Source: an optimization exercise on an open RTL-to-GDS flow (aim: small area, a short achievable clock period and few clock cycles per item). Production flows keep margins and buffers that such runs may drop.
Only simulation tests tie the RTL to the original design; equivalence was not proved.
Power and IR drop assume default switching activity.

## mm_top
module mm_top
(
  input  logic        clk_i,
  input  logic        rst_i,
  input  logic        in_valid_i,
  input  logic [35:0] in_beat_i,
  output logic        in_ready_o,
  output logic        z_valid_o,
  output logic [79:0] z_o,
  input  logic        z_ready_i,
  output logic        busy_o
);
  logic         hold;
  logic         bx;
  logic [1:0]   brow;
  logic         bx_next;
  logic [1:0]   brow_next;
  logic [127:0] x;
  logic [31:0]  w;
  logic [31:0]  y;
  logic         comp;
  logic         wr;
  logic         last;
  logic [1:0]   row;
  logic [19:0]  zrow;
  mm_load_buffer i_load_buffer (
    .clk_i       ( clk_i      ),
    .rst_i       ( rst_i      ),
    .in_valid_i  ( in_valid_i ),
    .in_beat_i   ( in_beat_i  ),
    .in_ready_o  ( in_ready_o ),
    .hold_i      ( hold       ),
    .bx_o        ( bx         ),
    .brow_o      ( brow       ),
    .bx_next_o   ( bx_next    ),
    .brow_next_o ( brow_next  ),
    .x_o         ( x          ),
    .w_o         ( w          ),
    .y_o         ( y          ),
    .comp_o      ( comp       )
  );
  mm_engine i_engine (
    .clk_i       ( clk_i      ),
    .rst_i       ( rst_i      ),
    .comp_i      ( comp       ),
    .bx_i        ( bx         ),
    .brow_i      ( brow       ),
    .bx_next_i   ( bx_next    ),
    .brow_next_i ( brow_next  ),
    .x_i         ( x          ),
    .w_i         ( w          ),
    .y_i         ( y          ),
    .zv_i        ( z_valid_o  ),
    .z_ready_i   ( z_ready_i  ),
    .hold_o      ( hold       ),
    .wr_o        ( wr         ),
    .last_o      ( last       ),
    .row_o       ( row        ),
    .z_o         ( zrow       )
  );
  mm_z_buffer i_z_buffer (
    .clk_i     ( clk_i     ),
    .rst_i     ( rst_i     ),
    .wr_i      ( wr        ),
    .last_i    ( last      ),
    .row_i     ( row       ),
  ...
Size in the first run: about 2300 cells after synthesis, ~590 flip-flops, roughly 120 I/O pins, roughly 28000 um^2 of cells after synthesis.
==> flow/config.mk <==
export PLATFORM = sky130hd
export DESIGN_NAME = mm_top
export DESIGN_NICKNAME = mm_top
export VERILOG_FILES = /design/flow/design.v
export SDC_FILE = /design/flow/constraint.sdc
export NUM_CORES = 4
export LEC_CHECK = 0
export CAP_MARGIN = 20
export CORE_MARGIN = 2
export CORE_UTILIZATION = 42
export CTS_CLUSTER_DIAMETER = 110
export CTS_CLUSTER_SIZE = 26
export SETUP_SLACK_MARGIN = 4.35
export SLEW_MARGIN = 20
==> flow/constraint.sdc <==
create_clock -name core_clock -period 7.0 [get_ports {clk_i}]
set_input_delay 1.4000 -clock core_clock [delete_from_list [all_inputs] [get_ports {clk_i}]]
set_output_delay 1.4000 -clock core_clock [all_outputs]
set_load 0.01 [all_outputs]
standard.sh (not shown) runs the stock make flow with config.mk's settings and CLKGATE_MAP_FILE= SYNTH_SCRIPT=/design/flow/synth_recipe.tcl, a recipe that flattens the netlist after the stock synthesis.
==> flow/flow/run.sh <==
#!/bin/bash
# Layout with the standard flow; the only change is the port buffers:
# every input and output port still gets one, but as buf_1 rather than the
# delay cell the flow's default choice picks.
set -euo pipefail
export BUFFER_PORTS_ARGS="-buffer_cell sky130_fd_sc_hd__buf_1"
bash standard.sh synth > synth.log 2>&1
bash standard.sh > layout.log 2>&1
Testbench counts at the start, summed over its fixed seeds: cycles 3,136, jobs 512.
==> next run, changes <==
==> flow/run.sh (new file) <==
#!/bin/bash
# synth_recipe.tcl (not shown) runs the flow's synth.tcl, then flattens the netlist and writes it again
# the make line also repeats each setting of config.mk as NAME=value (left out here)
make -C /OpenROAD-flow-scripts/flow DESIGN_CONFIG=/design/flow/config.mk WORK_HOME=/design/flow/orfs CLKGATE_MAP_FILE= SYNTH_SCRIPT=/design/flow/synth_recipe.tcl finish
Settings changed: CORE_UTILIZATION 42 to 40, SETUP_SLACK_MARGIN 4.35 to 4.2.
removed: flow/flow/run.sh
removed: flow/standard.sh
Result: Non-clock buffer count came out lower by 6. Register-to-register slack got worse by 0.098 ns. Setup slack got worse by 0.16 ns. Clock-buffer cell count grows by 2. Power went up by a few percent. Global-route usage went down by 0.47 points. Wire length went up slightly.
==> next run, changes <==
==> flow/flow/run.sh (new file) <==
#!/bin/bash
# Layout with the standard flow; the only change is the port buffers:
# every input and output port still gets one, but as buf_1 rather than the
# delay cell the flow's default choice picks.
set -euo pipefail
export BUFFER_PORTS_ARGS="-buffer_cell sky130_fd_sc_hd__buf_1"
bash standard.sh synth > synth.log 2>&1
bash standard.sh > layout.log 2>&1
==> flow/standard.sh (new file) <==
#!/bin/bash
# synth_recipe.tcl (not shown) runs the flow's synth.tcl, then flattens the netlist and writes it again
# the make line also repeats each setting of config.mk as NAME=value (left out here)
make -C /OpenROAD-flow-scripts/flow DESIGN_CONFIG=/design/flow/config.mk WORK_HOME=/design/flow/orfs CLKGATE_MAP_FILE= SYNTH_SCRIPT=/design/flow/synth_recipe.tcl "${@:-finish}"
Settings changed: CORE_UTILIZATION 40 to 56, SETUP_SLACK_MARGIN 4.2 to 4.35.
removed: flow/run.sh
Result: The changed run went through all stages and came out clean. Sequential cell count is unchanged. Clock power fell by about 6%. Die area falls by 28%. First-iteration DRC count rose by 20%. Final cell count is lower by 6.7%. Register-to-register slack stays flat.
==> next run, changes <==
==> flow/run.sh (new file) <==
#!/bin/bash
# synth_recipe.tcl (not shown) runs the flow's synth.tcl, then flattens the netlist and writes it again
# the make line also repeats each setting of config.mk as NAME=value (left out here)
make -C /OpenROAD-flow-scripts/flow DESIGN_CONFIG=/design/flow/config.mk WORK_HOME=/design/flow/orfs CLKGATE_MAP_FILE= SYNTH_SCRIPT=/design/flow/synth_recipe.tcl finish
Settings changed: CORE_UTILIZATION 56 to 40, SETUP_SLACK_MARGIN 4.35 to 4.45.
removed: flow/flow/run.sh
removed: flow/standard.sh
The new run ran to the end with no violations.
Clock power climbs by a few percent.
Wire length climbs by a few percent.
Final cell count climbs by a little under a tenth.

==> re-timing with driven ports <==
No port has a modelled driver above. Below, the same layouts with a new extraction and two added sets of constraints. Step 1 (the two cells are an assumption about what drives the block):
set clk [get_ports {clk_i}]
set_driving_cell -lib_cell sky130_fd_sc_hd__clkbuf_16 $clk
set_driving_cell -lib_cell sky130_fd_sc_hd__buf_2 [delete_from_list [all_inputs] $clk]
Step 2 moves the port delays by t, midway between the first and last clock arrival at a register: inputs arrive t later, outputs are due t later. That takes back most of the time a late clock gives input paths. Three values: no drivers, after step 1, after step 2; two values: the first two.
| run | t, ns | setup slack, ns | hold WS [ns] | clock arrival spread, ns | pins driven straight from the clock port |
|---|---|---|---|---|---|
| the first run | 0.663 | 4.378 / 4.383 / 3.755 | 0.336 / 0.336 / 0.336 | 0.052 / 0.053 | 1 |
| the second run | 0.671 | 4.218 / 4.244 / 3.585 | 0.337 / 0.337 / 0.337 | 0.058 / 0.058 | 1 |
| the third run | 0.658 | 4.283 / 4.283 / 3.724 | 0.332 / 0.332 / 0.332 | 0.026 / 0.026 | 1 |
| the fourth run | 0.668 | 4.351 / 4.351 / 3.865 | 0.334 / 0.334 / 0.334 | 0.059 / 0.059 | 1 |
After both steps every run listed still meets setup and hold. The setup slack of the second run, which loses most, moves by +0.026 ns with the drivers and by -0.633 ns with both steps.
